What follows belongs to an exercise in optimizing a design on an open flow for small area; a production flow would make more cautious choices.
Only simulation tests tie the RTL to the original design; equivalence was not proved.
Power figures rest on the tool's default switching activity, not on a simulated workload. The clock port is modelled as an ideal driver; clocking choices that lean on that would not hold on a real chip.

==> flow/design.v <==
package tlbrr_pkg;
	localparam int ENTRIES    = 32;
	localparam int PAGE_BITS  = 11;
	localparam int FRAME_BITS = 10;
	localparam int STAMP_BITS = 32;
	localparam int SLOT_W     = $clog2(ENTRIES);
	localparam int LFSR_W     = 16;
	localparam logic [LFSR_W-1:0] LFSR_TAPS = 16'hB400;
	localparam logic [LFSR_W-1:0] LFSR_SEED = 16'hACE1;
	localparam logic [1:0] ACT_LOOKUP = 2'd0;
	localparam logic [1:0] ACT_FILL   = 2'd1;
	localparam logic [1:0] ACT_FLUSH  = 2'd2;
	typedef struct packed {
		logic [1:0]            action;
		logic [PAGE_BITS-1:0]  page_number;
		logic [FRAME_BITS-1:0] frame_number;
	} in_item_t;
	typedef struct packed {
		logic                  hit;
		logic [FRAME_BITS-1:0] found_frame;
		logic [SLOT_W-1:0]     slot;
		logic                  evicted;
	} out_item_t;
	typedef struct packed {
		logic latch_in;
		logic scan_start;
		logic scan_step;
		logic commit;
	} dp_cmd_t;
	typedef struct packed {
		logic need_scan;
		logic scan_last;
		logic out_free;
	} dp_stat_t;
	function automatic logic [SLOT_W:0] first_set(input logic [ENTRIES-1:0] vec);
		logic              found;
		logic [SLOT_W-1:0] idx;
		found = 1'b0;
		idx   = '0;
		for (int i = ENTRIES - 1; i >= 0; i--) begin
			if (vec[i]) begin
				found = 1'b1;
				idx   = SLOT_W'(i);
			end
		end
		first_set = {found, idx};
	endfunction
	function automatic logic [LFSR_W-1:0] lfsr_step(input logic [LFSR_W-1:0] cur);
		logic [LFSR_W-1:0] nxt;
		nxt = cur >> 1;
		if (cur[0]) begin
			nxt = nxt ^ LFSR_TAPS;
		end
		lfsr_step = nxt;
	endfunction
endpackage
module tlb_lru_random_replace_top(
	input  logic                 clk,
	input  logic                 arst_n,
	input  logic                 cfg_we,
	input  logic                 cfg_data,
	input  logic                 in_valid,
	output logic                 in_stall,
	input  tlbrr_pkg::in_item_t  in_data,
	output logic                 out_valid,
	input  logic                 out_stall,
	output tlbrr_pkg::out_item_t out_data
);
	localparam int N  = tlbrr_pkg::ENTRIES;
	localparam int PB = tlbrr_pkg::PAGE_BITS;
	localparam int FB = tlbrr_pkg::FRAME_BITS;
	localparam int SW = tlbrr_pkg::SLOT_W;
	localparam int W  = 1 + PB + FB + SW;    
	localparam logic [1:0] ST_INIT = 2'd0;
	localparam logic [1:0] ST_IDLE = 2'd1;
	localparam logic [1:0] ST_P1   = 2'd2;
	localparam logic [1:0] ST_P2   = 2'd3;
	logic [N*W-1:0]            ring_q;
	logic [1:0]                state_q;
	logic [SW-1:0]             ptr_q;
	logic                      mode_q;
	logic                      used_q;
	logic [tlbrr_pkg::LFSR_W-1:0] lfsr_q;
	logic                      out_valid_q;
	tlbrr_pkg::out_item_t      out_q;
	logic [SW-1:0]             rank_q;
	logic          h_valid;
	logic [PB-1:0] h_page;
	logic [FB-1:0] h_frame;
	logic [SW-1:0] h_rank;
	assign {h_valid, h_page, h_frame, h_rank} = ring_q[W-1:0];
	logic [1:0] act;
	assign act = in_data.action;
	logic is_lookup, is_fill, is_flush;
	assign is_lookup = (act == tlbrr_pkg::ACT_LOOKUP);
	assign is_fill   = (act == tlbrr_pkg::ACT_FILL);
	assign is_flush  = (act == tlbrr_pkg::ACT_FLUSH);
	logic in_init, in_idle, in_p1, in_p2, last;
	assign in_init = (state_q == ST_INIT);
	assign in_idle = (state_q == ST_IDLE);
	assign in_p1   = (state_q == ST_P1);
	assign in_p2   = (state_q == ST_P2);
	assign last    = (ptr_q == SW'(N - 1));
	logic [tlbrr_pkg::LFSR_W-1:0] lfsr_next;
	assign lfsr_next = tlbrr_pkg::lfsr_step(lfsr_q);
	logic upd;
	assign upd = !mode_q && used_q;
	logic cap_l, cap_f, hit_now;
	assign cap_l   = in_p1 && is_lookup && !out_q.hit && h_valid && (h_page == in_data.page_number);
	assign cap_f   = in_p1 && is_fill && out_q.evicted &&
	                 (!h_valid || (mode_q ? (ptr_q == lfsr_next[SW-1:0]) : (h_rank == '0)));
	assign hit_now = out_q.hit || cap_l;
	logic start, accept;
	assign start  = in_idle && last && in_valid && !out_valid_q;
	assign accept = last && (in_p2 || (in_p1 && !(is_fill || (hit_now && upd))));
	assign in_stall = !accept;
	logic          tgt, wr;
	logic          n_valid;
	logic [PB-1:0] n_page;
	logic [FB-1:0] n_frame;
	logic [SW-1:0] n_rank;
	assign tgt = (ptr_q == out_q.slot);
	assign wr  = in_p2 && tgt && is_fill;
	always_comb begin
		n_valid = h_valid;
		n_page  = h_page;
		n_frame = h_frame;
		n_rank  = h_rank;
		if (in_init || (in_p1 && is_flush)) begin
			n_valid = 1'b0;
		end
		if (wr) begin
			n_valid = 1'b1;
			n_page  = in_data.page_number;
			n_frame = in_data.frame_number;
		end
		if (in_init) begin
			n_rank = ptr_q;
		end else if (in_p2 && upd) begin
			if (tgt) begin
				n_rank = SW'(N - 1);
			end else if (h_rank > rank_q) begin
				n_rank = h_rank - 1'b1;
			end
		end
	end
	always_ff @(posedge clk) begin
		ring_q <= {n_valid, n_page, n_frame, n_rank, ring_q[N*W-1:W]};
		if (start) begin
			out_q         <= '0;
			out_q.evicted <= is_fill;
		end else if (cap_l) begin
			out_q.hit         <= 1'b1;
			out_q.found_frame <= h_frame;
			out_q.slot        <= ptr_q;
			rank_q            <= h_rank;
		end else if (cap_f) begin
			out_q.slot    <= ptr_q;
			out_q.evicted <= h_valid;
			rank_q        <= h_rank;
		end
	end
	always_ff @(posedge clk or negedge arst_n) begin
		if (!arst_n) begin
			state_q     <= ST_INIT;
			ptr_q       <= '0;
			mode_q      <= 1'b0;
			used_q      <= 1'b0;
			lfsr_q      <= tlbrr_pkg::LFSR_SEED;
			out_valid_q <= 1'b0;
		end else begin
			ptr_q <= ptr_q + 1'b1;
			if (cfg_we) begin
				mode_q <= cfg_data;
			end
			case (state_q)
				ST_INIT: if (last) state_q <= ST_IDLE;
				ST_IDLE: if (start) state_q <= ST_P1;
				ST_P1:   if (last) state_q <= accept ? ST_IDLE : ST_P2;
				default: if (last) state_q <= ST_IDLE;
			endcase
			if (accept) begin
				out_valid_q <= 1'b1;
				if (!mode_q && (is_fill || hit_now)) begin
					used_q <= 1'b1;
				end
				if (mode_q && is_fill && out_q.evicted) begin
					lfsr_q <= lfsr_next;
				end
			end else if (!out_stall) begin
				out_valid_q <= 1'b0;
			end
		end
	end
	assign out_valid = out_valid_q;
	assign out_data  = out_q;
endmodule
==> flow/flow/run.sh <==
#!/bin/bash
# Standard ORFS layout, with the clock tree built from the options in flow/cts_args.txt.
set -euo pipefail
export CTS_ARGS="$(cat flow/cts_args.txt)"
bash standard.sh > standard.log 2>&1
==> flow/flow/cts_args.txt <==
-sink_clustering_enable -repair_clock_nets -dont_use_dummy_load -sink_clustering_size 35 -sink_clustering_max_diameter 70
==> flow/standard.sh <==
#!/bin/bash
# synth_recipe.tcl (not shown) runs the flow's synth.tcl, then flattens the netlist and writes it again
# the make line also repeats each setting of config.mk as NAME=value (left out here)
make -C /OpenROAD-flow-scripts/flow DESIGN_CONFIG=/design/flow/config.mk WORK_HOME=/design/flow/orfs CLKGATE_MAP_FILE= SYNTH_SCRIPT=/design/flow/synth_recipe.tcl "${@:-finish}"
==> flow/config.mk <==
export PLATFORM = sky130hd
export DESIGN_NAME = tlb_lru_random_replace_top
export DESIGN_NICKNAME = tlb_lru_random_replace_top
export VERILOG_FILES = /design/flow/design.v
export SDC_FILE = /design/flow/constraint.sdc
export NUM_CORES = 4
export LEC_CHECK = 0
export CAP_MARGIN = 20
export CORE_MARGIN = 2
export CORE_UTILIZATION = 70
export SLEW_MARGIN = 20
==> flow/constraint.sdc <==
create_clock -name core_clock -period 7.5 [get_ports {clk}]
set_input_delay 1.5000 -clock core_clock [delete_from_list [all_inputs] [get_ports {clk}]]
set_output_delay 1.5000 -clock core_clock [all_outputs]
set_load 0.01 [all_outputs]
==> impl_metrics.csv, run 1 <==
group,metric,value,unit
timing,max_freq,178,MHz
yosys,ys_types,43,
clock_tree,cts_resized,0,
yosys,synthAdderAreaFrac,0.00872,
yosys,yosys.area_share.simple,0.0165,
grt,antenna_found_initial,0,
yosys,synthArstFlopShare,0.0285,
grt,grt_use_total,0.161,
placed_design,dp_hpwl,13200,um
grt,grt_max_degree,36,
yosys,syn_avg_cell_area,17.9,um2
finish,final_cell_mix,"dfxtp_1 (880), clkdlybuf4s50_1 (47), mux2_2 (35), clkbuf_16 (31), nor2_1 (25)",
timing,finalSetupViolCount,0,
grt,globalRouteMet2Util,0.242,
drt,drt_iter0_drc,377,
timing,worst_hold_slack,0.281,ns
finish,n_antenna_cell,0,
timing,fin_crit_sh,0.750,
clock_tree,cts.clk_slew.worst_paths,0.11,ns
finish,final_common_cell,"dfxtp_1",
clock_tree,post_cts_buffers,0,
pwr,p_per_area,315,nW/um2
finish,ff_latch_area,18500,um2
finish,multi_input_area,1540,um2
floorplan,core,28500,um2
yosys,synthCells,1124,
clock_tree,cts.root.buffer_cell,"clkbuf_16",
placed_design,portBuffers,47,
setup_path,r2r_slack,4.55,ns
clock_tree,postCtsHoldBufs,0,
floorplan,die_y,173,um
run,maxCapViolations,0,
setup_path,endpoint_kind,"primary output",
placed_design,gp_congestion,0.762,
clock_tree,worstSkewPairLatency,0.61,ns
yosys,ys_warn_count,1,
pwr,p_leak,8.81,nW
timing,worstMarginPinSlew,0.877,ns
yosys,synth_seq_cells,912,
drt,drt-pass1-iter-count,4,
clock_tree,htree_levels,1,
finish,area_delta_synth_final,8.52,%
yosys,yosysSeqAreaShare,0.919,
pwr,ir_drop,0.000252,V
setup_path,required,6.00,ns
drt,wl,23200,um
timing,slew_headroom,0.415,
yosys,syn_nets,1167,
grt,grt_util_met1,0.244,
drt,routedWlPerCell,14.7,um
grt,gr-usage-met3,0.0274,
min_path,hp-class,"reg -> reg",
setup_path,crit_arrival,4.13,ns
setup_path,crit_path_max_fanout,13,
setup_path,worstSetupPathType,"in -> out",
drt,ant_nets,0,
yosys,synth_xor_area_frac,0.0126,
timing,finalSetupTns,0,ns
floorplan,die_w,173,um
yosys,syn_area,20100,um2
floorplan,die_area,30100,um2
floorplan,io_pins,48,
clock_tree,clk_path_buf_depth,3,
setup_path,start_kind,"primary input",
drt,vias,7065,
clock_tree,cts.sinks,912,
timing,rsz0062_at_grt,"no",
floorplan,row_count,62,
drt,drc,0,
yosys,synth.area.mux_share,0.0282,
finish,fillers,1614,
yosys,synth_compound_area_frac,0.0103,
grt,grt_pass1_vias,7414,
grt,grt_pass1_wl,38500,um
floorplan,start_util,0.706,
timing,period_needed,5.63,ns
drt,vias_per_cell,4.47,
finish,drive_gt1_frac,0.0702,
timing,clock_skew,0.0773,ns
timing,final-hold-violation-count,0,
yosys,synth-edff-count,6,
clock_tree,cts_tree,"built",
finish,post-route-util,0.766,
grt,busiest_layer,"met1",
outcome,outcome,"no timing/DRC/antenna violations",
finish,nets,1242,
clock_tree,numCtsBuffers,31,
yosys,synth_top_family_by_area,"multiplexers",
timing,maxSlewViolCount,0,
grt,grt_overflow_total,0,
yosys,synthFlopType,"dfxtp_1",
==> logic make-up after synthesis <==
kind of cell,after synthesis
DFF,912
and+or+nand+nor,63
muxes,52
AOI/OAI and AO/OA,31
xor gates and xnor gates,29
buffers and inverters,23
adders and majority gates,14
==> state kept, by name (all words and copies together) (netlist names) <==
name	flops
lfsr_q	16
mode_q	1
rank_q	5
out_q	17
out_valid_q	1
ptr_q	5
state_q	2
used_q	1
ring_q	864
==> synth_stat cells, drive strengths merged (4+ instances only) <==
library cell  number  area share
ha                14      0.0087
nor2              27      0.0052
a21oi             10      0.0025
dfxtp            880        0.88
dfstp              8       0.010
edfxtp             6      0.0090
o21ai              8      0.0020
mux2i             15      0.0075
nand3              6      0.0015
buf                6      0.0016
inv               15      0.0028
xor2              11      0.0048
a21o               4      0.0015
xnor2             18      0.0078
mux2              37       0.021
nand2              8      0.0015
dfrtp             18       0.022
nor2b              6      0.0019
==> critical path, cell delays in order <==
cell and delay, ns:
clkdlybuf4s50_1 0.48, nor4b_2 0.28, nand4_1 0.18, nor4_4 0.38, buf_4 0.31, o311ai_1 0.14, and2_1 0.26, inv_1 0.08
clkdlybuf4s50_1 0.53
==> layout make-up <==
cell class	count	area share
multi-input cells	189	0.0705
inverters	15	0.00258
clock buffers	31	0.0356
repair buffers	50	0.0226
flip-flops and latches	912	0.847
well taps	384	0.0220
==> power breakdown <==
group,internal (mW),switching (mW)
registers,4.85,0.00235
clock network,0.746,1.24
logic,0.0164,0.00919
total,5.61,1.25
==> final timing paths <==
| kind | end | from | cells after the start |
|---|---|---|---|
| min in group asynchronous | ptr_q[4] | arst_n | 2 |
| setup / recovery | in_stall | in_data[21] | 9 |
| setup reg to reg | rank_q[1] | state_q[0] | 9 |
| hold / removal | ring_q[829] | ring_q[856] | 0 |
| hold reg to reg | ring_q[829] | ring_q[856] | 0 |
| max in group asynchronous | lfsr_q[10] | arst_n | 2 |
==> routing by layer <==
metal	up-vias	routed length (um)
met2	64	9540
met3	47	665
li1	3660	-
met4	0	764
met1	3294	12200
met5	-	0
==> metrics by stage <==
stage	std cells	worst slack [ns]	instance area, um2	power [mW]
finish	1581	1.87	21800	6.87
global route	1581	1.70	21800	7.08
CTS	1581	1.87	21800	6.92
detailed placement	1550	1.89	21000	4.99
global placement	1550	1.91	21000	4.99
floorplan	1124	3.37	20100	4.97
==> inputs of run 2 (changes only) <==
==> flow/flow/cts_args.txt (replaced) <==
-sink_clustering_enable -repair_clock_nets -dont_use_dummy_load -sink_clustering_size 30 -sink_clustering_max_diameter 90
--- a/flow/config.mk
+++ b/flow/config.mk
@@ -9,3 +9,3 @@
 export CORE_MARGIN = 2
-export CORE_UTILIZATION = 70
+export CORE_UTILIZATION = 60
 export SLEW_MARGIN = 20
==> impl_metrics.csv, run 2 <==
group,metric,value,unit
floorplan,die_w,187,um
setup_path,crit_path_max_fanout,13,
yosys,synthMostInstantiatedCell,"dfxtp_1",
timing,clock_skew,0.0379,ns
floorplan,core,33300,um2
timing,finalSetupTns,0,ns
finish,stdcell_area,22000,um2
grt,grt_use_total,0.127,
finish,n_antenna_cell,0,
yosys,synth_seq_cells,912,
timing,period_needed,5.52,ns
yosys,syn_avg_cell_area,17.9,um2
drt,vias,7121,
yosys,synth-edff-count,6,
min_path,hp-class,"reg -> reg",
timing,slew_headroom,0.426,
min_path,min_delay_path_depth,0,
setup_path,r2r_cells,9,
yosys,syn_area,20100,um2
timing,final-hold-violation-count,0,
drt,ant_nets,0,
yosys,synthFlopType,"dfxtp_1",
grt,grt_max_degree,31,
setup_path,start_kind,"primary input",
timing,worst_hold_slack,0.283,ns
floorplan,io_pins,48,
grt,grt_pass1_wl,35500,um
outcome,outcome,"no timing/DRC/antenna violations",
clock_tree,cts.clk_slew.worst_paths,0.10,ns
grt,antenna_found_initial,0,
pwr,power,7.00,mW
finish,area_delta_synth_final,9.54,%
timing,maxSlewViolCount,0,
clock_tree,postCtsHoldBufs,0,
placed_design,portBuffers,47,
floorplan,start_util,0.604,
drt,drt-pass1-iter-count,4,
clock_tree,cts.root.buffer_cell,"clkbuf_16",
pwr,p_per_area,318,nW/um2
setup_path,worstSetupPathType,"in -> out",
drt,vias_per_cell,4.32,
placed_design,dp_hpwl,12700,um
clock_tree,cts_resized,0,
placed_design,gp_congestion,0.733,
setup_path,required,6.00,ns
min_path,hold_path.startpoint,"ring_q[753]",
clock_tree,post_cts_buffers,0,
timing,worstMarginPinSlew,0.860,ns
finish,final_common_cell,"dfxtp_1",
finish,final_cell_mix,"dfxtp_1 (880), clkdlybuf4s50_1 (47), clkbuf_16 (36), mux2_2 (35), nor2_1 (25)",
yosys,syn_nets,1167,
clock_tree,htree_levels,2,
yosys,synthTopCellsByArea,"dfxtp_1 (88%), dfrtp_1 (2.2%), mux2_2 (2.0%)",
finish,top_regs,"ring_q (864), out_q (17), lfsr_q (16)",
floorplan,die_y,187,um
clock_tree,clk_path_buf_depth,3,
yosys,yosysSeqAreaShare,0.919,
yosys,synthCells,1124,
setup_path,endpoint_kind,"primary output",
timing,fin_crit_sh,0.736,
yosys,synthTopCellsByCount,"dfxtp_1 (880), mux2_2 (35), nor2_1 (26), dfrtp_1 (18), xnor2_1 (18)",
finish,nets,1247,
yosys,ys_types,43,
placed_design,dpl_cell_area,21100,um2
clock_tree,numCtsBuffers,36,
run,maxCapViolations,0,
yosys,synthArstFlopShare,0.0285,
drt,wl,21600,um
finish,top_register,"ring_q",
timing,rsz0062_at_grt,"no",
clock_tree,cts.sinks,912,
clock_tree,worstSkewPairLatency,0.54,ns
pwr,ir_drop,0.000208,V
setup_path,crit_arrival,4.02,ns
drt,drt_iter0_drc,284,
clock_tree,cts_tree,"built",
finish,drive_gt1_frac,0.0740,
drt,routedWlPerCell,13.1,um
pwr,p_leak,8.87,nW
setup_path,r2r_start,"state_q[0]",
finish,largest_reg_flops,864,
grt,grt_pass1_vias,7021,
drt,drc,0,
floorplan,die_area,35000,um2
setup_path,crit_path_start,"in_data[21]",
timing,finalSetupViolCount,0,
floorplan,row_count,67,
grt,grt_overflow_total,0,
yosys,ys_warn_count,1,
timing,max_freq,181,MHz
yosys,yosysTopAreaCellShare,0.877,
yosys,synth.largest_area_cell,"dfxtp_1",
-- run 2: changes by cell type in the layout (fill, tap and decap cells not counted), sizes merged --
cell and change:
clkbuf +5
-- run 2: area by class of cell --
type                       instances  area, um2
sequential                       912      18500
fill                            2371      11300
multi-input combinational        189       1540
clock buffer                      36        901
tap                              448        561
timing repair buffer              50        493
inverter                          15       56.3
-- run 2: report_power, final --
part	switching, mW	internal (mW)	total, mW
combinational	0.00946	0.0164	0.0258
clock	1.25	0.869	2.12
sequential	0.00220	4.85	4.85
-- run 2: metrics by stage --
step	instances	setup WS [ns]	util
2_1_floorplan	1124	3.37	-
3_3_place_gp	1614	1.98	0.634
3_5_place_dp	1614	1.96	0.634
4_1_cts	1650	1.96	0.661
5_1_grt	1650	1.81	0.661
6_report	1650	1.98	0.661
-- run 2: cells by family (layout without fill, tap and decap cells) --
group / after synthesis / after routing / synth area share
buffers and inverters: 23 / 101 / 0.00480
XOR/XNOR: 29 / 29 / 0.0126
adder cells (fa/ha/maj): 14 / 14 / 0.00872
AND/OR/NAND/NOR: 63 / 63 / 0.0165
multiplexers: 52 / 52 / 0.0282
AO/OA/AOI/OAI: 31 / 31 / 0.0103
flip-flops: 912 / 912 / 0.919
-- run 2: critical path, stage by stage --
cell and delay [ns]:
clkdlybuf4s50_1 0.46, nor4b_2 0.28, nand4_1 0.18, nor4_4 0.29, buf_4 0.29, o311ai_1 0.14, and2_1 0.26, inv_1 0.08
clkdlybuf4s50_1 0.53
-- run 2: metal layers --
metal	wire, um	vias to the layer above	part of all wire	global-route usage
met4	468	0	0.022	0.0409
met1	11800	3349	0.55	0.196
met5	0	-	0	0
met2	8500	70	0.39	0.177
met3	829	37	0.038	0.0283
li1	-	3665	-	-
-- run 2: worst paths after layout --
path	end	slack, ns
worst max-delay path	in_stall	1.98
worst min-delay path	ring_q[726]	0.28
worst max register to register	rank_q[1]	4.61
worst min register to register	ring_q[726]	0.28
max in group asynchronous	lfsr_q[6]	5.81
min in group asynchronous	mode_q	1.36
==> inputs of run 3 (changes only) <==
==> flow/flow/run.sh (replaced) <==
#!/bin/bash
# The standard ORFS layout (bash standard.sh), with two changes:
#  - port buffers are the smallest buffer (buf_1) instead of the resizer's default pick;
#  - the clock tree uses larger sink clusters and no dummy loads (options in flow/cts_args.txt).
# All tool output goes to standard.log here and to ORFS's own logs under orfs/logs/.
set -euo pipefail
export CTS_ARGS="$(cat flow/cts_args.txt)"
export BUFFER_PORTS_ARGS="-inputs -outputs -buffer_cell sky130_fd_sc_hd__buf_1"
bash standard.sh > standard.log 2>&1
==> flow/flow/cts_args.txt (replaced) <==
-sink_clustering_enable -repair_clock_nets -dont_use_dummy_load -sink_clustering_size 35 -sink_clustering_max_diameter 75
--- a/flow/config.mk
+++ b/flow/config.mk
@@ -10,2 +10,3 @@
 export CORE_UTILIZATION = 60
+export PLACE_DENSITY = 0.85
 export SLEW_MARGIN = 20
==> impl_metrics.csv, run 3 <==
group,metric,value,unit
drt,drc,0,
yosys,ys_types,43,
floorplan,core,33300,um2
yosys,syn_nets,1167,
clock_tree,cts.root.buffer_cell,"clkbuf_16",
placed_design,portBuffers,47,
clock_tree,cts.clk_slew.worst_paths,0.11,ns
yosys,synth.largest_area_cell,"dfxtp_1",
pwr,p_seq_frac,0.711,
timing,worst_hold_slack,0.310,ns
timing,worstMarginPinSlew,0.882,ns
setup_path,required,6.00,ns
drt,wl,25100,um
grt,grt_max_degree,36,
placed_design,gp_congestion,0.796,
finish,nets,1241,
clock_tree,post_cts_buffers,0,
clock_tree,cts_tree,"built",
yosys,yosysTopAreaCellShare,0.877,
clock_tree,clk_path_buf_depth,3,
setup_path,worstSetupPathType,"in -> out",
grt,grt_overflow_total,0,
clock_tree,worstSkewPairLatency,0.60,ns
outcome,outcome,"no timing/DRC/antenna violations",
pwr,p_comb_frac,0.002,
finish,drive_gt1_frac,0.0694,
timing,finalSetupViolCount,0,
drt,drt_iter0_drc,293,
yosys,yosysSeqAreaShare,0.919,
finish,top_regs,"ring_q (864), out_q (17), lfsr_q (16)",
finish,area_delta_synth_final,7.34,%
setup_path,crit_arrival,3.23,ns
drt,routedWlPerCell,15.3,um
pwr,internal_power,5.58,mW
timing,fin_crit_sh,0.631,
grt,antenna_found_initial,0,
yosys,synthFlopType,"dfxtp_1",
floorplan,start_util,0.604,
clock_tree,cts.sinks,912,
yosys,synthTopCellsByArea,"dfxtp_1 (88%), dfrtp_1 (2.2%), mux2_2 (2.0%)",
drt,ant_nets,0,
grt,grt_pass1_vias,7497,
timing,finalSetupTns,0,ns
finish,largest_reg_flops,864,
setup_path,endpoint_kind,"primary output",
yosys,ys_warn_count,1,
yosys,synthArstFlopShare,0.0285,
timing,maxSlewViolCount,0,
yosys,syn_avg_cell_area,17.9,um2
pwr,p_sw_frac,0.183,
finish,top_register,"ring_q",
grt,grt_use_total,0.146,
floorplan,die_w,187,um
timing,rsz0062_at_grt,"no",
pwr,clockPowerShare,0.287,
floorplan,io_pins,48,
timing,slew_headroom,0.412,
yosys,synth-edff-count,6,
placed_design,dp_hpwl,15200,um
finish,final_cell_mix,"dfxtp_1 (880), buf_1 (47), mux2_2 (35), clkbuf_16 (30), nor2_1 (25)",
min_path,hp-class,"reg -> reg",
clock_tree,numCtsBuffers,30,
run,maxCapViolations,0,
finish,final_common_cell,"dfxtp_1",
yosys,synthCells,1124,
yosys,synthMostInstantiatedCell,"dfxtp_1",
yosys,synthTopCellsByCount,"dfxtp_1 (880), mux2_2 (35), nor2_1 (26), dfrtp_1 (18), xnor2_1 (18)",
drt,drt-pass1-iter-count,4,
pwr,netSwitchingPower,1.25,mW
setup_path,start_kind,"primary input",
drt,vias,7248,
grt,grt_pass1_wl,40100,um
pwr,ir_drop,0.000259,V
yosys,synth_seq_cells,912,
floorplan,die_area,35000,um2
drt,vias_per_cell,4.41,
clock_tree,cts_resized,0,
floorplan,die_y,187,um
timing,clock_skew,0.0528,ns
pwr,p_leak,8.68,nW
clock_tree,postCtsHoldBufs,0,
setup_path,crit_path_max_fanout,13,
floorplan,row_count,67,
timing,max_freq,211,MHz
timing,final-hold-violation-count,0,
timing,period_needed,4.73,ns
clock_tree,htree_levels,1,
yosys,syn_area,20100,um2
pwr,p_per_area,317,nW/um2
[run 3: cell counts after synthesis]
Identical to the previous run, type by type.
[run 3: logic make-up after synthesis]
logic type               count (synthesis)  synth area share
AO/OA/AOI/OAI                           31            0.0103
XOR/XNOR                                29            0.0126
adder cells (fa/ha/maj)                 14           0.00872
buffers and inverters                   23           0.00480
flip-flops                             912             0.919
multiplexers                            52            0.0282
AND/OR/NAND/NOR                         63            0.0165
[run 3: per-layer routing]
metal / up-vias / global-route usage / part of all wire / routed length (um)
li1: 3661 / - / - / -
met4: 0 / 0.0415 / 0.025 / 639
met5: - / 0 / 0 / 0
met3: 45 / 0.0293 / 0.036 / 911
met2: 98 / 0.245 / 0.47 / 11800
met1: 3444 / 0.194 / 0.47 / 11800
[run 3: power groups by stage]
stage          clock network [mW]  registers, mW  logic (mW)
2_1_floorplan                   0           4.96     0.00512
3_3_place_gp                    0           4.96      0.0157
3_5_place_dp                    0           4.96      0.0163
4_1_cts                      2.01           4.86      0.0165
5_1_grt                      2.16           4.86      0.0183
6_report                     1.96           4.86      0.0163
[run 3: through the flow]
stage / std cells / total power, mW / worst slack (ns) / util / instance area [um2]
6_report: 1645 / 6.83 / 2.77 / 0.648 / 21600
5_1_grt: 1644 / 7.04 / 2.68 / 0.648 / 21600
4_1_cts: 1644 / 6.89 / 2.77 / 0.648 / 21600
3_5_place_dp: 1614 / 4.98 / 2.78 / 0.625 / 20800
3_3_place_gp: 1614 / 4.98 / 2.81 / 0.625 / 20800
2_1_floorplan: 1124 / 4.97 / 3.37 / - / 20100
[run 3: worst max-delay path, stage by stage]
cell,delay [ns]
buf_1,0.12
nor4b_2,0.26
nand4_1,0.17
nor4_4,0.29
buf_4,0.32
o311ai_1,0.14
and2_1,0.22
inv_1,0.06
buf_1,0.15
[run 3: cell type report]
| type | instances | area [um2] |
|---|---|---|
| multi-input combinational | 189 | 1540 |
| antenna | 1 | 2.50 |
| sequential | 912 | 18500 |
| tap | 448 | 561 |
| clock buffer | 30 | 751 |
| timing repair buffer | 50 | 199 |
| fill | 2137 | 11700 |
| inverter | 15 | 56.3 |
[run 3: final timing paths]
| path | startpoint | slack (ns) | depth (start not counted) | end |
|---|---|---|---|---|
| setup / recovery | in_data[21] | 2.77 | 9 | in_stall |
| hold / removal | ring_q[597] | 0.31 | 0 | ring_q[570] |
| hold reg to reg | ring_q[597] | 0.31 | 0 | ring_q[570] |
| min in group asynchronous | arst_n | 0.89 | 2 | lfsr_q[14] |
| max in group asynchronous | arst_n | 6.28 | 2 | lfsr_q[13] |
| setup reg to reg | state_q[0] | 4.58 | 9 | rank_q[3] |
==> inputs of run 4 (changes only) <==
--- a/flow/config.mk
+++ b/flow/config.mk
@@ -10,3 +10,2 @@
 export CORE_UTILIZATION = 60
-export PLACE_DENSITY = 0.85
 export SLEW_MARGIN = 20
==> impl_metrics.csv, run 4 <==
group,metric,value,unit
yosys,syn_avg_cell_area,17.9,um2
yosys,ys_warn_count,1,
timing,finalSetupTns,0,ns
setup_path,crit_chain,"buf_1 -> nor4b_2 -> nand4_1 -> nor4_4 -> buf_4 -> o311ai_1 -> and2_1 -> inv_1 -> buf_1",
finish,n_antenna_cell,0,
drt,vias,7085,
yosys,syn_area,20100,um2
timing,clock_skew,0.0431,ns
finish,top_register,"ring_q",
timing,maxSlewViolCount,0,
clock_tree,cts.clk_slew.worst_paths,0.09,ns
setup_path,r2r_slack,4.60,ns
setup_path,crit_arrival,3.33,ns
run,maxCapViolations,0,
setup_path,r2r_start,"state_q[0]",
finish,post-route-util,0.649,
clock_tree,cts_tree,"built",
grt,grt_max_degree,36,
yosys,synthTopCellsByArea,"dfxtp_1 (88%), dfrtp_1 (2.2%), mux2_2 (2.0%)",
yosys,synth_seq_cells,912,
finish,area_delta_synth_final,7.46,%
finish,nets,1242,
placed_design,dp_hpwl,12500,um
floorplan,io_pins,48,
yosys,synthMostInstantiatedCell,"dfxtp_1",
placed_design,gp_congestion,0.726,
finish,final_cell_mix,"dfxtp_1 (880), buf_1 (47), mux2_2 (35), clkbuf_16 (31), nor2_1 (25)",
finish,ff_latch_area,18500,um2
clock_tree,post_cts_buffers,0,
timing,finalSetupViolCount,0,
timing,max_freq,207,MHz
yosys,synth.largest_area_cell,"dfxtp_1",
yosys,synth-edff-count,6,
setup_path,endpoint_kind,"primary output",
finish,fin_cells,1645,
grt,grt_pass1_wl,35600,um
timing,period_needed,4.83,ns
yosys,synthTopCellsByCount,"dfxtp_1 (880), mux2_2 (35), nor2_1 (26), dfrtp_1 (18), xnor2_1 (18)",
yosys,syn_nets,1167,
drt,routedWlPerCell,13.1,um
setup_path,cp_num_buf_inv,4,
clock_tree,postCtsHoldBufs,0,
timing,slew_headroom,0.399,
drt,wl,21500,um
setup_path,slowest_stage,"nor4_4",
grt,grt_overflow_total,0,
placed_design,place_inst,1614,
yosys,yosysSeqAreaShare,0.919,
floorplan,row_count,67,
finish,top_regs,"ring_q (864), out_q (17), lfsr_q (16)",
min_path,hold_path.startpoint,"ring_q[625]",
yosys,synthArstFlopShare,0.0285,
grt,grt_use_total,0.126,
setup_path,cp_top_family,"simple AND/OR/NAND/NOR gates",
setup_path,crit_top_cell,"buf_1",
clock_tree,numCtsBuffers,31,
yosys,yosys.area_share.simple,0.0165,
setup_path,slowest_delay,0.37,ns
setup_path,required,6.00,ns
timing,fin_crit_sh,0.645,
drt,vias_per_cell,4.31,
yosys,synthFlopType,"dfxtp_1",
yosys,synth.area.mux_share,0.0282,
floorplan,die_area,35000,um2
finish,multi_input_area,1540,um2
pwr,p_leak,8.69,nW
pwr,internal_power,5.61,mW
pwr,p_comb_frac,0.002,
timing,worstMarginPinSlew,0.901,ns
setup_path,crit_path_start,"in_data[21]",
yosys,synthAdderAreaFrac,0.00872,
timing,rsz0062_at_grt,"no",
floorplan,core,33300,um2
clock_tree,cts_resized,0,
drt,drc,0,
drt,drt_iter0_drc,321,
pwr,p_sw_frac,0.182,
pwr,p_per_area,317,nW/um2
finish,final_common_cell,"dfxtp_1",
floorplan,die_w,187,um
placed_design,portBuffers,47,
grt,antenna_found_initial,0,
finish,drive_gt1_frac,0.0702,
pwr,ir_drop,0.000217,V
floorplan,die_y,187,um
floorplan,start_util,0.604,
timing,final-hold-violation-count,0,
finish,stdcell_area,21600,um2
pwr,p_seq_frac,0.708,
pwr,clockPowerShare,0.289,
finish,fillers,2395,
setup_path,worstSetupPathType,"in -> out",
clock_tree,htree_levels,1,
setup_path,crit_path_max_fanout,13,
placed_design,pre_cts_slack,2.62,ns
pwr,netSwitchingPower,1.25,mW
yosys,ys_types,43,
yosys,synth_compound_area_frac,0.0103,
placed_design,dpl_cell_area,20800,um2
grt,grt_pass1_vias,6936,
outcome,outcome,"no timing/DRC/antenna violations",
drt,ant_nets,0,
yosys,synth_top_family_by_area,"multiplexers",
yosys,yosysTopAreaCellShare,0.877,
yosys,synthCells,1124,
clock_tree,cts.sinks,912,
min_path,hp-class,"reg -> reg",
finish,largest_reg_flops,864,
timing,fin_ws,2.67,ns
setup_path,start_kind,"primary input",
clock_tree,worstSkewPairLatency,0.59,ns
drt,drt-pass1-iter-count,4,
yosys,synth_xor_area_frac,0.0126,
clock_tree,clk_path_buf_depth,3,
clock_tree,cts.root.buffer_cell,"clkbuf_16",
run 4: cell types whose count changed in the layout (fill, tap and decap cells not counted):
| cell | delta |
|---|---|
| clkbuf_16 | +1 |
| diode_2 | -1 |
run 4: power groups by stage:
stage	registers [mW]	clock network, mW	logic, mW
after global routing	4.86	2.22	0.0187
final	4.85	1.98	0.0165
after global placement	4.96	0	0.0162
after detailed placement	4.96	0	0.0167
after floorplan	4.96	0	0.00512
after CTS	4.85	2.05	0.0169
run 4: cell type report:
cell class | instances | area share
timing repair buffer | 50 | 0.00922
sequential | 912 | 0.855
inverter | 15 | 0.00261
multi-input combinational | 189 | 0.0712
tap | 448 | 0.0260
clock buffer | 31 | 0.0359
run 4: worst paths after layout:
check | cells past startpoint | endpoint
setup / recovery | 9 | in_stall
max in group asynchronous | 2 | lfsr_q[15]
setup reg to reg | 9 | rank_q[0]
hold reg to reg | 0 | ring_q[598]
hold / removal | 0 | ring_q[598]
min in group asynchronous | 2 | mode_q
run 4: worst reg2reg max path, stage by stage (launching register included):
cell      delay [ns]
dfrtp_1         0.45
inv_1           0.10
ha_1            0.28
nor4b_2         0.24
nand4_1         0.17
nor4_4          0.37
buf_4           0.31
o21bai_4        0.24
inv_2           0.04
nor2_1          0.37
run 4: layer usage:
layer / global-route usage / wire length (um)
met5: 0 / 0
met4: 0.0336 / 390
met3: 0.0253 / 790
met2: 0.178 / 8310
met1: 0.200 / 12000
run 4: logic make-up after synthesis:
kind of cell | after synthesis
AND/OR/NAND/NOR | 63
buffers and inverters | 23
XOR/XNOR | 29
multiplexers | 52
flip-flops | 912
AO/OA/AOI/OAI | 31
adder cells (fa/ha/maj) | 14
run 4: metrics by stage:
step	total power [mW]	hold slack (ns)
floorplan	4.97	0.310
finish	6.85	0.298
CTS	6.93	0.301
global route	7.09	0.302
detailed placement	4.98	0.312
global placement	4.98	0.310
==> inputs of run 5 (changes only) <==
--- a/flow/design.v
+++ b/flow/design.v
@@ -110,3 +110,3 @@
 	assign cap_f   = in_p1 && is_fill && out_q.evicted &&
-	                 (!h_valid || (mode_q ? (ptr_q == lfsr_next[SW-1:0]) : (h_rank == '0)));
+	                 (!h_valid || (!mode_q && (h_rank == '0)));
 	assign hit_now = out_q.hit || cap_l;
@@ -151,2 +151,5 @@
 			out_q.evicted <= is_fill;
+			if (is_fill && mode_q) begin
+				out_q.slot <= lfsr_next[SW-1:0];
+			end
 		end else if (cap_l) begin
==> flow/flow/run.sh (replaced) <==
#!/bin/bash
# The standard ORFS layout (bash standard.sh), with two changes:
#  - port buffers are the smallest buffer (buf_1) instead of the resizer's default pick;
#  - the clock tree uses large sink clusters and no dummy loads. Large clusters
#    save clock buffers but raise the clock slew at the flip-flops, so the flow
#    tries the cluster settings in flow/cts_tries.txt in turn, from largest to
#    smallest, and keeps the first whose routed layout has a flip-flop clock-pin
#    slew (measured by flow/clkslew.tcl on ORFS's extracted parasitics) of at
#    most SLEW_OK_PS.
# Each attempt's output goes to standard_N.log and its ORFS logs to attempt_N_logs/.
set -euo pipefail
SLEW_OK_PS=122
PLAT=$FLOW_HOME/platforms/sky130hd
RES=orfs/results/sky130hd/tlb_lru_random_replace_top/base
export BUFFER_PORTS_ARGS="-inputs -outputs -buffer_cell sky130_fd_sc_hd__buf_1"
BASE="-sink_clustering_enable -repair_clock_nets -dont_use_dummy_load"
n=0
while read -r size diam; do
  [[ -z "$size" ]] && continue
  n=$((n + 1))
  export CTS_ARGS="$BASE -sink_clustering_size $size -sink_clustering_max_diameter $diam"
  echo "attempt $n: $CTS_ARGS" >> attempts.log
  if [[ $n -gt 1 ]]; then
    bash standard.sh clean_cts clean_route clean_finish > clean_$n.log 2>&1
  fi
  bash standard.sh > standard_$n.log 2>&1
  cp -r orfs/logs attempt_${n}_logs
  LIBFILE=$PLAT/lib/sky130_fd_sc_hd__tt_025C_1v80.lib ODB=$RES/6_final.odb SDCF=$RES/6_final.sdc \
    SPEFF=$RES/6_final.spef PLATFORM_DIR_=$PLAT \
    openroad -no_init -exit flow/clkslew.tcl > clkslew_$n.log 2>&1
  slew=$(awk '/^CLKSLEW_PS/ {print $2}' clkslew_$n.log)
  echo "attempt $n: clock-pin slew $slew ps" >> attempts.log
  if [[ -n "$slew" ]] && awk -v s="$slew" -v l="$SLEW_OK_PS" 'BEGIN {exit !(s <= l)}'; then
    break
  fi
done < flow/cts_tries.txt
==> flow/flow/clkslew.tcl (new file) <==
# Prints the largest slew at a flip-flop clock pin of the final layout, in ps.
read_liberty $::env(LIBFILE)
read_db $::env(ODB)
read_sdc $::env(SDCF)
source $::env(PLATFORM_DIR_)/setRC.tcl
read_spef $::env(SPEFF)
set_propagated_clock [all_clocks]
set mx 0
foreach pin [all_registers -clock_pins -edge_triggered] {
  foreach edge {rise fall} {
    foreach analysis {min max} {
      set s [sta::time_ui_sta [get_property $pin slew_${analysis}_$edge]]
      set mx [expr {max($mx, $s * 1e12)}]
    }
  }
}
puts "CLKSLEW_PS $mx"
==> flow/flow/cts_tries.txt (new file) <==
40 80
36 80
33 75
30 75
25 60
--- a/flow/config.mk
+++ b/flow/config.mk
@@ -10,2 +10,3 @@
 export CORE_UTILIZATION = 60
+export PLACE_DENSITY = 0.85
 export SLEW_MARGIN = 20
removed: flow/flow/cts_args.txt
==> impl_metrics.csv, run 5 <==
group,metric,value,unit
clock_tree,clk_path_buf_depth,3,
yosys,synthTopCellsByArea,"dfxtp_1 (87%), dfrtp_1 (2.2%), mux2_2 (1.7%)",
timing,finalSetupViolCount,0,
setup_path,crit_top_cell,"buf_1",
grt,grt_pass1_wl,41000,um
drt,wl,26100,um
run,maxCapViolations,0,
finish,stdcell_area,21600,um2
setup_path,endpoint_kind,"primary output",
drt,vias,7226,
yosys,ys_warn_count,1,
setup_path,start_kind,"primary input",
finish,n_antenna_cell,0,
grt,grt_use_total,0.151,
yosys,synthCells,1114,
yosys,synthMostInstantiatedCell,"dfxtp_1",
pwr,internal_power,5.69,mW
placed_design,portBuffers,47,
floorplan,core,32700,um2
finish,final_cell_mix,"dfxtp_1 (875), buf_1 (47), clkbuf_16 (34), mux2_2 (30), nor2_1 (19)",
yosys,synthArstFlopShare,0.0285,
finish,top_register,"ring_q",
yosys,synth-edff-count,11,
clock_tree,cts_tree,"built",
setup_path,crit_path_max_fanout,13,
yosys,syn_avg_cell_area,18.0,um2
clock_tree,cts.sinks,912,
floorplan,die_w,187,um
timing,period_needed,5.29,ns
yosys,syn_area,20000,um2
drt,drt_iter0_drc,334,
placed_design,dp_hpwl,15600,um
yosys,synth.largest_area_cell,"dfxtp_1",
pwr,netSwitchingPower,1.28,mW
setup_path,slowest_delay,0.94,ns
finish,nets,1234,
yosys,synth_seq_cells,912,
pwr,p_seq_frac,0.697,
placed_design,gp_congestion,0.837,
floorplan,row_count,66,
floorplan,die_y,187,um
timing,max_freq,189,MHz
floorplan,die_area,34800,um2
clock_tree,cts_resized,0,
finish,largest_reg_flops,864,
yosys,synthFlopType,"dfxtp_1",
min_path,hp-class,"reg -> reg",
setup_path,crit_arrival,3.79,ns
grt,grt_overflow_total,0,
setup_path,crit_chain,"buf_1 -> nor4b_1 -> nand4_1 -> or4_1 -> nor2b_4 -> a41o_1 -> inv_1 -> buf_1",
timing,clock_skew,0.0751,ns
yosys,yosysSeqAreaShare,0.924,
clock_tree,cts.root.buffer_cell,"clkbuf_16",
clock_tree,postCtsHoldBufs,0,
clock_tree,worstSkewPairLatency,0.55,ns
drt,routedWlPerCell,16.0,um
yosys,synthTopCellsByCount,"dfxtp_1 (875), mux2_2 (30), nor2_1 (20), dfrtp_1 (18), xnor2_1 (17)",
yosys,ys_types,39,
grt,antenna_found_initial,1,
clock_tree,cts.clk_slew.worst_paths,0.11,ns
drt,drc,0,
drt,drt-pass1-iter-count,4,
drt,ant_nets,0,
pwr,p_sw_frac,0.184,
setup_path,slowest_stage,"or4_1",
pwr,p_leak,8.78,nW
finish,final_common_cell,"dfxtp_1",
finish,ff_latch_area,18500,um2
timing,finalSetupTns,0,ns
timing,maxSlewViolCount,0,
floorplan,io_pins,48,
finish,multi_input_area,1430,um2
grt,grt_max_degree,34,
placed_design,dpl_cell_area,20700,um2
timing,worst_hold_slack,0.254,ns
clock_tree,numCtsBuffers,34,
floorplan,start_util,0.612,
grt,grt_pass1_vias,7735,
finish,fillers,2126,
finish,top_regs,"ring_q (864), out_q (17), lfsr_q (16)",
pwr,p_comb_frac,0.002,
clock_tree,post_cts_buffers,0,
drt,vias_per_cell,4.43,
timing,worstMarginPinSlew,0.841,ns
outcome,outcome,"no timing/DRC/antenna violations",
timing,final-hold-violation-count,0,
timing,rsz0062_at_grt,"no",
timing,slew_headroom,0.439,
timing,fin_crit_sh,0.705,
finish,post-route-util,0.660,
yosys,syn_nets,1157,
setup_path,required,6.00,ns
clock_tree,htree_levels,2,
setup_path,worstSetupPathType,"in -> out",
pwr,p_per_area,323,nW/um2
yosys,yosysTopAreaCellShare,0.875,
finish,drive_gt1_frac,0.0648,
finish,area_delta_synth_final,7.81,%
pwr,ir_drop,0.000300,V
pwr,clockPowerShare,0.300,
[run 5: changes by cell type in the layout (fill, tap and decap cells not counted), sizes merged, moves of 3 or more]
cell | previous run | this run
clkbuf | 31 | 34
nand2 | 8 | 11
dfxtp | 880 | 875
nor2 | 27 | 20
mux2i | 15 | 10
xor2 | 11 | 7
a22o | 0 | 3
edfxtp | 6 | 11
[run 5: path summary, 6_finish.rpt]
check                                 start           to  slack [ns]  depth (start not counted)
worst min-delay path            ring_q[625]  ring_q[598]        0.25                          0
worst max-delay path            in_data[21]     in_stall        2.21                          8
worst min register to register  ring_q[625]  ring_q[598]        0.25                          0
max in group asynchronous            arst_n    lfsr_q[6]        6.27                          2
min in group asynchronous            arst_n     ptr_q[3]        0.92                          2
worst max register to register   state_q[0]    rank_q[1]        4.64                          5
[run 5: power by group through the flow]
stage | sequential, mW | clock (mW) | combinational (mW)
6_report | 4.86 | 2.09 | 0.0160
4_1_cts | 4.86 | 2.15 | 0.0163
3_3_place_gp | 4.97 | 0 | 0.0153
5_1_grt | 4.86 | 2.30 | 0.0177
3_5_place_dp | 4.97 | 0 | 0.0161
2_1_floorplan | 4.97 | 0 | 0.00476
[run 5: logic make-up after synthesis]
family,share of synthesized area
DFF,0.924
adders and majority gates,0.00875
AOI/OAI and AO/OA,0.0112
xor gates and xnor gates,0.0105
buffers and inverters,0.00431
muxes,0.0252
and+or+nand+nor,0.0156
[run 5: layout make-up]
class / count / area share
clock buffer: 34 / 0.0394
inverter: 14 / 0.00243
multi-input combinational: 180 / 0.0662
sequential: 912 / 0.857
tap: 442 / 0.0256
timing repair buffer: 49 / 0.00887
[run 5: stage by stage]
step	instances	worst slack [ns]	power, mW
2_1_floorplan	1114	2.99	4.97
3_3_place_gp	1597	2.22	4.98
3_5_place_dp	1597	2.21	4.99
4_1_cts	1631	2.21	7.02
5_1_grt	1631	2.11	7.18
6_report	1631	2.21	6.97
[run 5: layer usage]
layer  vias to the layer above  track usage  routed length (um)
met5                         -            0                   0
met1                      3456        0.191               12000
li1                       3641            -                   -
met3                        44       0.0339                1020
met4                         0       0.0488                 640
met2                        85        0.259               12400
[run 5: critical path, delay by kind of cell]
family          cells  cell delay [ns]
buf+inv             3             0.34
compound gates      1             0.31
simple gates        4             1.63
==> inputs of run 6 (changes only) <==
==> flow/flow/cts_tries.txt (replaced) <==
37 120
35 90
33 75
30 75
25 60
==> impl_metrics.csv, run 6 <==
group,metric,value,unit
timing,slew_headroom,0.439,
timing,rsz0062_at_grt,"no",
yosys,synth.area.mux_share,0.0252,
floorplan,row_count,66,
placed_design,dpl_cell_area,20700,um2
yosys,synthFlopType,"dfxtp_1",
pwr,clockPowerShare,0.300,
yosys,synthAdderAreaFrac,0.00875,
yosys,synthCells,1114,
timing,max_freq,189,MHz
timing,finalSetupTns,0,ns
clock_tree,worstSkewPairLatency,0.55,ns
grt,grt_pass1_vias,7735,
timing,worstMarginPinSlew,0.841,ns
yosys,ys_types,39,
setup_path,critPathCapture,"in_stall",
yosys,syn_area,20000,um2
setup_path,endpoint_kind,"primary output",
finish,n_antenna_cell,0,
finish,nets,1234,
drt,routedWlPerCell,16.0,um
pwr,internal_power,5.69,mW
clock_tree,post_cts_buffers,0,
drt,drt-pass1-iter-count,4,
yosys,synthArstFlopShare,0.0285,
floorplan,die_area,34800,um2
setup_path,crit_path_start,"in_data[21]",
timing,clock_skew,0.0751,ns
clock_tree,postCtsHoldBufs,0,
placed_design,dp_hpwl,15600,um
setup_path,r2r_cells,5,
floorplan,io_pins,48,
placed_design,portBuffers,47,
yosys,synth.largest_area_cell,"dfxtp_1",
yosys,yosysSeqAreaShare,0.924,
setup_path,r2r_start,"state_q[0]",
timing,worst_hold_slack,0.254,ns
pwr,p_sw_frac,0.184,
clock_tree,htree_levels,2,
setup_path,r2r_slack,4.64,ns
placed_design,place_inst,1597,
yosys,yosys.area_share.simple,0.0156,
run,maxCapViolations,0,
drt,drt_iter0_drc,334,
yosys,yosysTopAreaCellShare,0.875,
drt,ant_nets,0,
drt,drc,0,
clock_tree,cts_tree,"built",
yosys,synth_seq_cells,912,
grt,grt_max_degree,34,
drt,wl,26100,um
yosys,synthMostInstantiatedCell,"dfxtp_1",
min_path,hp-class,"reg -> reg",
finish,post-route-util,0.660,
clock_tree,cts.root.buffer_cell,"clkbuf_16",
grt,antenna_found_initial,1,
pwr,ir_drop,0.000300,V
yosys,ys_warn_count,1,
timing,maxSlewViolCount,0,
setup_path,required,6.00,ns
setup_path,start_kind,"primary input",
clock_tree,cts.sinks,912,
drt,vias_per_cell,4.43,
finish,top_register,"ring_q",
clock_tree,numCtsBuffers,34,
clock_tree,clk_path_buf_depth,3,
floorplan,start_util,0.612,
setup_path,worstSetupPathType,"in -> out",
pwr,p_leak,8.78,nW
floorplan,die_y,187,um
clock_tree,cts_resized,0,
finish,fin_cells,1631,
finish,stdcell_area,21600,um2
grt,grt_use_total,0.151,
placed_design,gp_congestion,0.837,
grt,grt_overflow_total,0,
finish,drive_gt1_frac,0.0648,
pwr,netSwitchingPower,1.28,mW
timing,period_needed,5.29,ns
clock_tree,cts.clk_slew.worst_paths,0.11,ns
setup_path,crit_arrival,3.79,ns
timing,finalSetupViolCount,0,
finish,final_cell_mix,"dfxtp_1 (875), buf_1 (47), clkbuf_16 (34), mux2_2 (30), nor2_1 (19)",
pwr,power,6.97,mW
yosys,synth_compound_area_frac,0.0112,
grt,grt_pass1_wl,41000,um
timing,final-hold-violation-count,0,
finish,top_regs,"ring_q (864), out_q (17), lfsr_q (16)",
floorplan,core,32700,um2
finish,largest_reg_flops,864,
finish,final_common_cell,"dfxtp_1",
yosys,syn_avg_cell_area,18.0,um2
pwr,p_comb_frac,0.002,
timing,fin_ws,2.21,ns
yosys,syn_nets,1157,
outcome,outcome,"no timing/DRC/antenna violations",
drt,vias,7226,
timing,fin_crit_sh,0.705,
yosys,synthTopCellsByCount,"dfxtp_1 (875), mux2_2 (30), nor2_1 (20), dfrtp_1 (18), xnor2_1 (17)",
setup_path,r2r_end,"rank_q[1]",
placed_design,pre_cts_slack,2.21,ns
yosys,synthTopCellsByArea,"dfxtp_1 (87%), dfrtp_1 (2.2%), mux2_2 (1.7%)",
finish,area_delta_synth_final,7.81,%
yosys,synth-edff-count,11,
pwr,p_per_area,323,nW/um2
yosys,synth_top_family_by_area,"multiplexers",
floorplan,die_w,187,um
pwr,p_seq_frac,0.697,
setup_path,crit_path_max_fanout,13,
yosys,synth_xor_area_frac,0.0105,
run 6: cell type report:
class	count	area, um2
Sequential cell	912	18500
Fill cell	2126	11100
Multi-Input combinational cell	180	1430
Clock buffer	34	851
Tap cell	442	553
Timing Repair Buffer	49	191
Inverter	14	52.6
run 6: worst max-delay path, stage by stage:
cell	delay, ns
buf_1	0.11
nor4b_1	0.29
nand4_1	0.11
or4_1	0.94
nor2b_4	0.29
a41o_1	0.31
inv_1	0.08
buf_1	0.15
run 6: how the worst min path moves through the flow:
stage / startpoint / endpoint / slack, ns / depth (start not counted)
2_1_floorplan: ring_q[27] / ring_q[0] / 0.31 / 0
3_3_place_gp: ring_q[48] / ring_q[21] / 0.31 / 0
3_5_place_dp: ring_q[245] / ring_q[218] / 0.31 / 0
4_1_cts: ring_q[625] / ring_q[598] / 0.26 / 0
5_1_grt: ring_q[625] / ring_q[598] / 0.26 / 0
6_report: ring_q[625] / ring_q[598] / 0.25 / 0
run 6: power groups by stage:
| stage | clock [mW] | sequential, mW | combinational (mW) |
|---|---|---|---|
| final | 2.09 | 4.86 | 0.0160 |
| after global routing | 2.30 | 4.86 | 0.0177 |
| after CTS | 2.15 | 4.86 | 0.0163 |
| after detailed placement | 0 | 4.97 | 0.0161 |
| after global placement | 0 | 4.97 | 0.0153 |
| after floorplan | 0 | 4.97 | 0.00476 |
run 6: kinds of logic (layout without fill, tap and decap cells):
group / Yosys count / after routing
xor gates and xnor gates: 24 / 24
buffers and inverters: 22 / 97
AOI/OAI and AO/OA: 35 / 35
muxes: 46 / 46
adders and majority gates: 14 / 14
and+or+nand+nor: 61 / 61
DFF: 912 / 912
run 6: layer usage:
layer  vias up  part of all wire  track usage
met1      3456              0.46        0.191
met3        44             0.039       0.0339
met5         -                 0            0
met2        85              0.48        0.259
li1       3641                 -            -
met4         0             0.025       0.0488
==> inputs of run 7 (changes only) <==
--- a/flow/design.v
+++ b/flow/design.v
@@ -72,3 +72,3 @@
 	localparam int SW = tlbrr_pkg::SLOT_W;
-	localparam int W  = 1 + PB + FB + SW;    
+	localparam int W  = PB + FB + SW;    
 	localparam logic [1:0] ST_INIT = 2'd0;
@@ -80,2 +80,3 @@
 	logic [SW-1:0]             ptr_q;
+	logic [SW:0]               nvalid_q;
 	logic                      mode_q;
@@ -86,3 +87,2 @@
 	logic [SW-1:0]             rank_q;
-	logic          h_valid;
 	logic [PB-1:0] h_page;
@@ -90,3 +90,7 @@
 	logic [SW-1:0] h_rank;
-	assign {h_valid, h_page, h_frame, h_rank} = ring_q[W-1:0];
+	logic          h_valid;
+	assign {h_page, h_frame, h_rank} = ring_q[W-1:0];
+	logic full;
+	assign full    = nvalid_q[SW];
+	assign h_valid = full || (ptr_q < nvalid_q[SW-1:0]);
 	logic [1:0] act;
@@ -97,3 +101,3 @@
 	assign is_flush  = (act == tlbrr_pkg::ACT_FLUSH);
-	logic in_init, in_idle, in_p1, in_p2, last;
+	logic in_init, in_idle, in_p1, in_p2, last, tgt;
 	assign in_init = (state_q == ST_INIT);
@@ -103,2 +107,3 @@
 	assign last    = (ptr_q == SW'(N - 1));
+	assign tgt     = (ptr_q == out_q.slot);
 	logic [tlbrr_pkg::LFSR_W-1:0] lfsr_next;
@@ -107,6 +112,6 @@
 	assign upd = !mode_q && used_q;
-	logic cap_l, cap_f, hit_now;
+	logic cap_l, cap_v, cap_r, hit_now;
 	assign cap_l   = in_p1 && is_lookup && !out_q.hit && h_valid && (h_page == in_data.page_number);
-	assign cap_f   = in_p1 && is_fill && out_q.evicted &&
-	                 (!h_valid || (!mode_q && (h_rank == '0)));
+	assign cap_v   = in_p1 && is_fill && full && !mode_q && (h_rank == '0);
+	assign cap_r   = in_p1 && is_fill && tgt;
 	assign hit_now = out_q.hit || cap_l;
@@ -116,4 +121,3 @@
 	assign in_stall = !accept;
-	logic          tgt, wr;
-	logic          n_valid;
+	logic          wr;
 	logic [PB-1:0] n_page;
@@ -121,6 +125,4 @@
 	logic [SW-1:0] n_rank;
-	assign tgt = (ptr_q == out_q.slot);
-	assign wr  = in_p2 && tgt && is_fill;
+	assign wr = in_p2 && tgt && is_fill;
 	always_comb begin
-		n_valid = h_valid;
 		n_page  = h_page;
@@ -128,7 +130,3 @@
 		n_rank  = h_rank;
-		if (in_init || (in_p1 && is_flush)) begin
-			n_valid = 1'b0;
-		end
 		if (wr) begin
-			n_valid = 1'b1;
 			n_page  = in_data.page_number;
@@ -147,8 +145,9 @@
 	always_ff @(posedge clk) begin
-		ring_q <= {n_valid, n_page, n_frame, n_rank, ring_q[N*W-1:W]};
+		ring_q <= {n_page, n_frame, n_rank, ring_q[N*W-1:W]};
 		if (start) begin
 			out_q         <= '0;
-			out_q.evicted <= is_fill;
-			if (is_fill && mode_q) begin
-				out_q.slot <= lfsr_next[SW-1:0];
+			out_q.evicted <= is_fill && full;
+			if (is_fill) begin
+				out_q.slot <= !full ? nvalid_q[SW-1:0] :
+				              mode_q ? lfsr_next[SW-1:0] : '0;
 			end
@@ -158,7 +157,7 @@
 			out_q.slot        <= ptr_q;
-			rank_q            <= h_rank;
-		end else if (cap_f) begin
-			out_q.slot    <= ptr_q;
-			out_q.evicted <= h_valid;
-			rank_q        <= h_rank;
+		end else if (cap_v) begin
+			out_q.slot <= ptr_q;
+		end
+		if (cap_l || cap_v || cap_r) begin
+			rank_q <= h_rank;
 		end
@@ -169,2 +168,3 @@
 			ptr_q       <= '0;
+			nvalid_q    <= '0;
 			mode_q      <= 1'b0;
@@ -186,2 +186,7 @@
 				out_valid_q <= 1'b1;
+				if (is_flush) begin
+					nvalid_q <= '0;
+				end else if (is_fill && !full) begin
+					nvalid_q <= nvalid_q + 1'b1;
+				end
 				if (!mode_q && (is_fill || hit_now)) begin
@@ -189,3 +194,3 @@
 				end
-				if (mode_q && is_fill && out_q.evicted) begin
+				if (mode_q && is_fill && full) begin
 					lfsr_q <= lfsr_next;
==> impl_metrics.csv, run 7 <==
group,metric,value,unit
placed_design,place_inst,1622,
placed_design,gp_congestion,0.893,
grt,antenna_found_initial,1,
grt,grt_pass1_wl,41200,um
timing,fin_ws,2.94,ns
clock_tree,clk_path_buf_depth,3,
setup_path,slowest_delay,0.49,ns
clock_tree,cts_tree,"built",
clock_tree,cts_resized,0,
drt,wl,25600,um
finish,drive_gt1_frac,0.0653,
placed_design,dp_hpwl,15600,um
floorplan,io_pins,48,
finish,top_regs,"ring_q (832), out_q (17), lfsr_q (16)",
timing,fin_crit_sh,0.609,
floorplan,core,32600,um2
grt,grt_overflow_total,0,
finish,final_cell_mix,"dfxtp_1 (843), buf_1 (46), nor2_1 (34), clkbuf_16 (29)",
grt,grt_pass1_vias,7818,
finish,stdcell_area,21400,um2
setup_path,r2r_slack,4.81,ns
clock_tree,cts.root.buffer_cell,"clkbuf_16",
timing,max_freq,219,MHz
drt,vias_per_cell,4.54,
timing,slew_headroom,0.442,
placed_design,portBuffers,47,
finish,fin_cells,1652,
timing,maxSlewViolCount,0,
setup_path,worstSetupPathType,"in -> out",
min_path,hp-class,"reg -> reg",
clock_tree,numCtsBuffers,29,
yosys,synth_top_family_by_area,"multiplexers",
finish,final_common_cell,"dfxtp_1",
setup_path,crit_chain,"buf_1 -> nor2_4 -> nand4b_1 -> nor4_4 -> a31oi_4 -> clkinv_2 -> buf_1",
yosys,synth_seq_cells,886,
pwr,p_leak,8.69,nW
setup_path,crit_path_start,"in_data[22]",
yosys,synthMostInstantiatedCell,"dfxtp_1",
timing,finalSetupTns,0,ns
timing,final-hold-violation-count,0,
yosys,synth-edff-count,11,
yosys,syn_nets,1187,
yosys,syn_area,20000,um2
clock_tree,cts.clk_slew.worst_paths,0.11,ns
drt,drt-pass1-iter-count,5,
yosys,ys_types,57,
yosys,syn_avg_cell_area,17.5,um2
yosys,synth_xor_area_frac,0.0110,
setup_path,critPathCapture,"in_stall",
finish,top_register,"ring_q",
yosys,synth_compound_area_frac,0.0171,
setup_path,slowest_stage,"nor4_4",
drt,routedWlPerCell,15.5,um
finish,post-route-util,0.655,
timing,worstMarginPinSlew,0.837,ns
finish,nets,1259,
timing,worst_hold_slack,0.295,ns
drt,vias,7496,
yosys,synthTopCellsByArea,"dfxtp_1 (85%), dfrtp_1 (3.0%), edfxtp_1 (1.7%)",
drt,ant_nets,0,
setup_path,crit_path_max_fanout,11,
pwr,ir_drop,0.000251,V
yosys,synthFlopType,"dfxtp_1",
yosys,ys_warn_count,1,
floorplan,start_util,0.612,
yosys,synthAdderAreaFrac,0.0119,
setup_path,endpoint_kind,"primary output",
outcome,outcome,"no timing/DRC/antenna violations",
clock_tree,worstSkewPairLatency,0.60,ns
finish,area_delta_synth_final,7.04,%
setup_path,r2r_cells,6,
min_path,min_delay_path_depth,0,
clock_tree,post_cts_buffers,0,
clock_tree,cts.sinks,886,
grt,grt_max_degree,36,
yosys,yosysSeqAreaShare,0.903,
yosys,yosysTopAreaCellShare,0.846,
floorplan,die_w,186,um
pwr,power,6.66,mW
placed_design,pre_cts_slack,2.99,ns
placed_design,dpl_cell_area,20600,um2
timing,period_needed,4.56,ns
yosys,yosys.area_share.simple,0.0239,
yosys,synth.largest_area_cell,"dfxtp_1",
floorplan,die_y,186,um
grt,grt_use_total,0.149,
drt,drc,0,
yosys,synthCells,1139,
timing,finalSetupViolCount,0,
pwr,p_per_area,312,nW/um2
timing,rsz0062_at_grt,"no",
floorplan,die_area,34700,um2
run,maxCapViolations,0,
yosys,synthTopCellsByCount,"dfxtp_1 (843), nor2_1 (34), dfrtp_1 (24), mux2_2 (24)",
setup_path,required,6.00,ns
floorplan,row_count,66,
clock_tree,postCtsHoldBufs,0,
setup_path,crit_top_cell,"buf_1",
setup_path,r2r_start,"state_q[0]",
yosys,synth.area.mux_share,0.0261,
yosys,synthArstFlopShare,0.0361,
setup_path,start_kind,"primary input",
drt,drt_iter0_drc,457,
timing,clock_skew,0.0879,ns
finish,fillers,2139,
setup_path,crit_arrival,3.06,ns
clock_tree,htree_levels,1,
finish,largest_reg_flops,832,
setup_path,r2r_end,"rank_q[0]",
-- run 7: changes by cell type after synthesis, moves of 5 or more --
cell	delta
a221oi_1	+5
mux2_2	-6
nor2_1	+14
dfxtp_1	-32
dfrtp_1	+6
inv_1	+5
ha_1	+5
-- run 7: worst min path at each step --
| stage | slack, ns | end | startpoint |
|---|---|---|---|
| 3_3_place_gp | 0.31 | ring_q[653] | ring_q[679] |
| 2_1_floorplan | 0.31 | ring_q[0] | ring_q[26] |
| 4_1_cts | 0.29 | ring_q[579] | ring_q[605] |
| 6_report | 0.29 | ring_q[215] | ring_q[241] |
| 3_5_place_dp | 0.31 | ring_q[642] | ring_q[668] |
| 5_1_grt | 0.29 | ring_q[215] | ring_q[241] |
-- run 7: cell families after synthesis --
kind of cell / count (synthesis)
multiplexers: 46
AO/OA/AOI/OAI: 48
AND/OR/NAND/NOR: 88
flip-flops: 886
buffers and inverters: 27
adder cells (fa/ha/maj): 19
XOR/XNOR: 25
-- run 7: area by class of cell --
cell class	instances	area, um2	share of cell area
diodes	1	2.50	0.000117
clock buffers	29	726	0.0340
inverters	20	76.3	0.00357
multi-input cells	226	1790	0.0840
flip-flops and latches	886	18000	0.844
well taps	442	553	0.0259
repair buffers	48	185	0.00867
-- run 7: report_power, final --
group | internal [mW] | switching [mW]
clock | 0.701 | 1.22
combinational | 0.00789 | 0.0129
sequential | 4.72 | 0.00141
-- run 7: critical path: cells and delay by family --
kind	cells	cell delay, ns
AND/OR/NAND/NOR	3	0.82
buffers and inverters	3	0.56
AO/OA/AOI/OAI	1	0.17
-- run 7: metal layers --
metal,GRT usage,wire length [um],vias up
met5,0,0,-
met4,0.0508,767,0
met3,0.0244,936,54
met2,0.239,11700,125
met1,0.208,12200,3585
li1,-,-,3732

[static timing again, ports no longer ideal]
The results above use ideal ports. As a check the final layouts listed here were re-extracted and re-timed, cells and wires unchanged. Step 1 sets driving cells, clkbuf_16 on the clock port and buf_2 on the other inputs (assumed; they add their load-dependent delay and slew). Step 2, shift: input delay + t, output delay - t, t = (earliest + latest rising clock arrival at the registers) / 2. This alone moves slack from input paths to output paths. a / b / c = no drivers / after step 1 / after step 2; a / b = the first two.
run | shift t [ns] | setup slack, ns | worst slew at a driven data input, ns
run 1 | 0.621 | 1.871 / 1.840 / 1.840 | 0.05
run 2 | 0.571 | 1.984 / 1.950 / 1.950 | 0.04
run 3 | 0.619 | 2.769 / 2.740 / 2.740 | 0.05
run 4 | 0.625 | 2.666 / 2.634 / 2.634 | 0.04
run 5 | 0.568 | 2.213 / 2.179 / 2.179 | 0.04
run 6 | 0.568 | 2.213 / 2.179 / 2.179 | 0.04
run 7 | 0.606 | 2.936 / 2.900 / 2.900 | 0.10
After both steps every run listed still meets setup and hold. For run 7, which loses most, drivers alone change the setup slack by -0.036 ns; drivers and shift together by -0.036 ns.
